What follows belongs to an exercise in optimizing a design on an open flow for small area; a production flow would make more cautious choices.
Where RTL was checked, it was by simulation tests only, not by an equivalence proof against the original.
Power figures rest on the tool's default switching activity, not on a simulated workload. The flow treats the clock pin as an ideal source, which a real chip does not have.

== run A ==
==> flow/design.v <==
package seu_window_controller_pkg;
  typedef enum logic [2:0] {IDLE = 3'd0, CLEAR = 3'd1, SETTLE1 = 3'd2, SETTLE2 = 3'd3,
                            BASE = 3'd4, RUN = 3'd5, SNAP = 3'd6} state_t;
  localparam int NCH_DEF = 7;
  localparam int CNT_W_DEF = 64;
  localparam int WIN_W_DEF = 32;
  function automatic integer sel_w(input integer n);
    sel_w = n > 1 ? $clog2(n) : 1;
  endfunction
endpackage
module seu_snapshot_bank #(
  parameter int NCH = 7,
  parameter int CNT_W = 64,
  parameter int SEL_W = 3,
  parameter int CHUNK0 = 10,
  parameter int CHUNK = 9
) (
  input  logic                 clock,
  input  logic                 reset,
  input  logic                 capture,
  input  logic                 commit,
  input  logic                 zero,
  input  logic [NCH*CNT_W-1:0] err_count,
  input  logic                 rd_req,
  input  logic [SEL_W-1:0]     rd_sel,
  output logic                 rd_ack,
  output logic [CNT_W-1:0]     rd_data
);
  function automatic logic cut(input int i);
    cut = i >= CHUNK0 && (i - CHUNK0) % CHUNK == 0;
  endfunction
  logic [CNT_W-1:0] base_n_q [NCH];
  logic [NCH*CNT_W-1:0] base_n_d, base_n_flat;
  localparam int NCY = (CNT_W - CHUNK0 + CHUNK - 1) / CHUNK;   
  logic [NCH*NCY-1:0] cy_n_d, cy_n_flat;
  logic [CNT_W-1:0] sum_q [NCH];
  logic [CNT_W-1:0] cy_q [NCH];     
  logic [CNT_W-1:0] sum_d [NCH];
  logic [CNT_W-1:0] cy_d [NCH];
  logic             snap_zero_q;
  logic [CNT_W-1:0] rd_sum, rd_cy, rd_add;
  always_comb
    for (int k = 0; k < NCH; k++) begin
      logic c;
      cy_d[k] = '0;
      c = 1'b1;
      for (int i = 0; i < CNT_W; i++) begin
        logic a, b;
        if (cut(i)) begin
          cy_d[k][i] = ~c;
          c = 1'b0;
        end
        a = err_count[k*CNT_W + i];
        b = base_n_q[k][i];
        sum_d[k][i] = a ^ b ^ c;
        c = (a & b) | (a & c) | (b & c);
      end
    end
  always_ff @(posedge clock)
    for (int k = 0; k < NCH; k++) begin
      if (commit) sum_q[k] <= sum_d[k];
    end
  assign base_n_d = capture ? ~err_count : base_n_flat;
  seu_base_reg #(.W(NCH*CNT_W)) u_base (.clock(clock), .d(base_n_d), .q(base_n_flat));
  always_comb
    for (int k = 0; k < NCH; k++) base_n_q[k] = base_n_flat[k*CNT_W +: CNT_W];
  always_comb begin
    cy_n_d = '0;
    for (int k = 0; k < NCH; k++) begin
      cy_q[k] = '0;
      for (int i = 0; i < CNT_W; i++)
        if (cut(i)) begin
          cy_n_d[k*NCY + (i - CHUNK0) / CHUNK] = commit ? cy_d[k][i] : cy_n_flat[k*NCY + (i - CHUNK0) / CHUNK];
          cy_q[k][i] = cy_n_flat[k*NCY + (i - CHUNK0) / CHUNK];
        end
    end
  end
  seu_base_reg #(.W(NCH*NCY)) u_cy (.clock(clock), .d(cy_n_d), .q(cy_n_flat));
  always_ff @(posedge clock)
    if (reset) snap_zero_q <= 1'b1;
    else if (commit) snap_zero_q <= zero;
  always_comb begin
    rd_sum = '0;
    rd_cy = '0;
    if (!reset && !snap_zero_q)
      for (int k = 0; k < NCH; k++)
        if (rd_sel == SEL_W'(k)) begin
          rd_sum = sum_q[k];
          for (int i = 0; i < CNT_W; i++) if (cut(i)) rd_cy[i] = ~cy_q[k][i];
        end
  end
  always_comb begin
    logic k, c1, pre, s, c;
    k = 1'b0;
    c1 = 1'b0;
    pre = 1'b0;
    s = 1'b0;
    c = 1'b0;
    for (int i = 0; i < CNT_W; i++) begin
      if (i < CHUNK0) rd_add[i] = rd_sum[i];
      else if (cut(i)) begin
        s = rd_sum[i];
        c = rd_cy[i];
        rd_add[i] = s ^ c ^ k;
        c1 = (s & c) | (k & (s | c));
        pre = 1'b1;
      end else begin
        rd_add[i] = rd_sum[i] ^ (c1 & pre);
        pre = pre & rd_sum[i];
      end
      if (i + 1 == CNT_W || cut(i + 1)) k = (pre & s & c) | (pre & (s | c) & k);
    end
  end
  always_ff @(posedge clock) begin
    rd_ack <= reset ? 1'b0 : rd_req;
    if (reset || rd_req) rd_data <= rd_add;
  end
endmodule
module seu_base_reg #(
  parameter int W = 448
) (
  input  logic         clock,
  input  logic [W-1:0] d,
  output logic [W-1:0] q
);
  always_ff @(posedge clock) q <= d;
endmodule
module seu_window_controller #(
  parameter int NCH = seu_window_controller_pkg::NCH_DEF,
  parameter int CNT_W = seu_window_controller_pkg::CNT_W_DEF,
  parameter int WIN_W = seu_window_controller_pkg::WIN_W_DEF,
  localparam int SEL_W = seu_window_controller_pkg::sel_w(NCH)
) (
  input  logic                 clock,
  input  logic                 reset,
  input  logic                 start,
  input  logic                 stop,
  input  logic                 continuous,
  input  logic [WIN_W-1:0]     window_len,
  input  logic [NCH*CNT_W-1:0] err_count,
  output logic [NCH-1:0]       clear_pulse,
  output logic                 busy,
  output logic                 done,
  output logic                 aborted,
  output logic [15:0]          window_id,
  input  logic                 rd_req,
  input  logic [SEL_W-1:0]     rd_sel,
  output logic                 rd_ack,
  output logic [CNT_W-1:0]     rd_data
);
  seu_window_controller_pkg::state_t state_q, state_d;
  logic [WIN_W-1:0] len_q, cnt_q;
  logic abort_q, zero_q, pre_snap;
  always_ff @(posedge clock) state_q <= reset ? seu_window_controller_pkg::IDLE : state_d;
  always_comb begin
    state_d = state_q;
    busy = state_q != seu_window_controller_pkg::IDLE;
    done = state_q == seu_window_controller_pkg::SNAP;
    pre_snap = busy && !done;
    clear_pulse = {NCH{reset || state_q == seu_window_controller_pkg::CLEAR}};
    case (state_q)
      seu_window_controller_pkg::IDLE:    state_d = start ? seu_window_controller_pkg::CLEAR : seu_window_controller_pkg::IDLE;
      seu_window_controller_pkg::CLEAR:   state_d = stop ? seu_window_controller_pkg::SNAP : seu_window_controller_pkg::SETTLE1;
      seu_window_controller_pkg::SETTLE1: state_d = stop ? seu_window_controller_pkg::SNAP : seu_window_controller_pkg::SETTLE2;
      seu_window_controller_pkg::SETTLE2: state_d = stop ? seu_window_controller_pkg::SNAP : seu_window_controller_pkg::BASE;
      seu_window_controller_pkg::BASE:    state_d = stop ? seu_window_controller_pkg::SNAP : seu_window_controller_pkg::RUN;
      seu_window_controller_pkg::RUN:     state_d = stop || cnt_q[WIN_W-1:1] == '0 ? seu_window_controller_pkg::SNAP : seu_window_controller_pkg::RUN;
      seu_window_controller_pkg::SNAP:    state_d = continuous && !abort_q ? seu_window_controller_pkg::CLEAR : seu_window_controller_pkg::IDLE;
      default: state_d = seu_window_controller_pkg::IDLE;
    endcase
  end
  always_ff @(posedge clock) begin
    if (state_q == seu_window_controller_pkg::IDLE && start) len_q <= window_len;
    cnt_q <= state_q == seu_window_controller_pkg::RUN ? cnt_q - WIN_W'(1) : len_q;
  end
  always_ff @(posedge clock) begin
    abort_q <= stop && pre_snap;
    zero_q <= stop && pre_snap && state_q != seu_window_controller_pkg::RUN;
  end
  always_ff @(posedge clock)
    if (reset) begin
      aborted <= 1'b0;
      window_id <= '0;
    end else if (done) begin
      aborted <= abort_q;
      window_id <= window_id + 16'd1;
    end
  seu_snapshot_bank #(.NCH(NCH), .CNT_W(CNT_W), .SEL_W(SEL_W)) u_bank (
    .clock(clock),
    .reset(reset),
    .capture(state_q == seu_window_controller_pkg::BASE),
    .commit(done),
    .zero(zero_q),
    .err_count(err_count),
    .rd_req(rd_req),
    .rd_sel(rd_sel),
    .rd_ack(rd_ack),
    .rd_data(rd_data)
  );
endmodule
export LEC_CHECK = 0
export CAP_MARGIN = 5
export CORE_MARGIN = 2
export CORE_UTILIZATION = 70
export SLEW_MARGIN = 5
export SYNTH_HIERARCHICAL = 1
create_clock -name core_clock -period 5.0 [get_ports {clock}]
standard.sh (not shown) runs the stock make flow with config.mk's settings and CLKGATE_MAP_FILE= SYNTH_SCRIPT=/design/flow/synth_recipe.tcl, a recipe that flattens the netlist after the stock synthesis.
==> flow/flow/run.sh <==
#!/bin/bash
set -euo pipefail
export BUFFER_PORTS_ARGS="-buffer_cell sky130_fd_sc_hd__buf_1"
export CTS_ARGS="-sink_clustering_enable -repair_clock_nets -dont_use_dummy_load -buf_list {sky130_fd_sc_hd__clkbuf_16} -sink_clustering_size 30 -sink_clustering_max_diameter 100"
bash standard.sh finish > flow_make.log 2>&1
Modified inputs, run B compared to run A
--- a/flow/design.v
+++ b/flow/design.v
@@ -39,5 +39,5 @@
   logic [CNT_W-1:0] cy_d [NCH];
   logic             snap_zero_q;
-  logic [CNT_W-1:0] rd_sum, rd_cy, rd_add;
+  logic [CNT_W-1:0] rd_sum, rd_cy;
   always_comb
     for (int k = 0; k < NCH; k++) begin
@@ -90,29 +90,7 @@
         end
   end
-  always_comb begin
-    logic k, c1, pre, s, c;
-    k = 1'b0;
-    c1 = 1'b0;
-    pre = 1'b0;
-    s = 1'b0;
-    c = 1'b0;
-    for (int i = 0; i < CNT_W; i++) begin
-      if (i < CHUNK0) rd_add[i] = rd_sum[i];
-      else if (cut(i)) begin
-        s = rd_sum[i];
-        c = rd_cy[i];
-        rd_add[i] = s ^ c ^ k;
-        c1 = (s & c) | (k & (s | c));
-        pre = 1'b1;
-      end else begin
-        rd_add[i] = rd_sum[i] ^ (c1 & pre);
-        pre = pre & rd_sum[i];
-      end
-      if (i + 1 == CNT_W || cut(i + 1)) k = (pre & s & c) | (pre & (s | c) & k);
-    end
-  end
   always_ff @(posedge clock) begin
     rd_ack <= reset ? 1'b0 : rd_req;
-    if (reset || rd_req) rd_data <= rd_add;
+    if (reset || rd_req) rd_data <= rd_sum + rd_cy;
   end
 endmodule
Notes after the runs:
Compared with run A, in run B total wirelength of the detailed-routed design has decreased; post-route minimum period has remained practically unchanged; global-route usage has decreased. Hold slack | run B above run A. Run A → run B: proportion of power drawn by combinational gates flat, clock network power down about 1%. Run A → run B: routed via count divided by cell count neither gained nor lost much, detailed-routing wirelength on met1 now smaller, buffer share of cell area -1.2 points, placement row count higher.
No functional check of the RTL was part of run A.

[re-timing with driven ports]
No port has a modelled driver above. Below, the same layouts with a new extraction and two added sets of constraints. Step 1 (the two cells are an assumption about what drives the block):
set clk [get_ports {clock}]
set_driving_cell -lib_cell sky130_fd_sc_hd__clkbuf_16 $clk
set_driving_cell -lib_cell sky130_fd_sc_hd__buf_2 [delete_from_list [all_inputs] $clk]
Step 2 also shifts input and output timing later by t, the mid clock arrival at the registers, as if the neighbouring blocks saw the same clock. Slacks: ideal / step 1 / step 2; pairs: ideal / step 1.
run	t, ns	setup WS [ns]	clock arrival spread, ns
run A	0.681	0.266 / 0.254 / -0.427	0.065 / 0.064
run B	0.661	0.268 / 0.317 / -0.344	0.090 / 0.090
With both steps, setup timing fails in run A and run B, where it was met with ideal ports. The setup slack of run A, which loses most, moves by -0.012 ns with the drivers and by -0.693 ns with both steps.
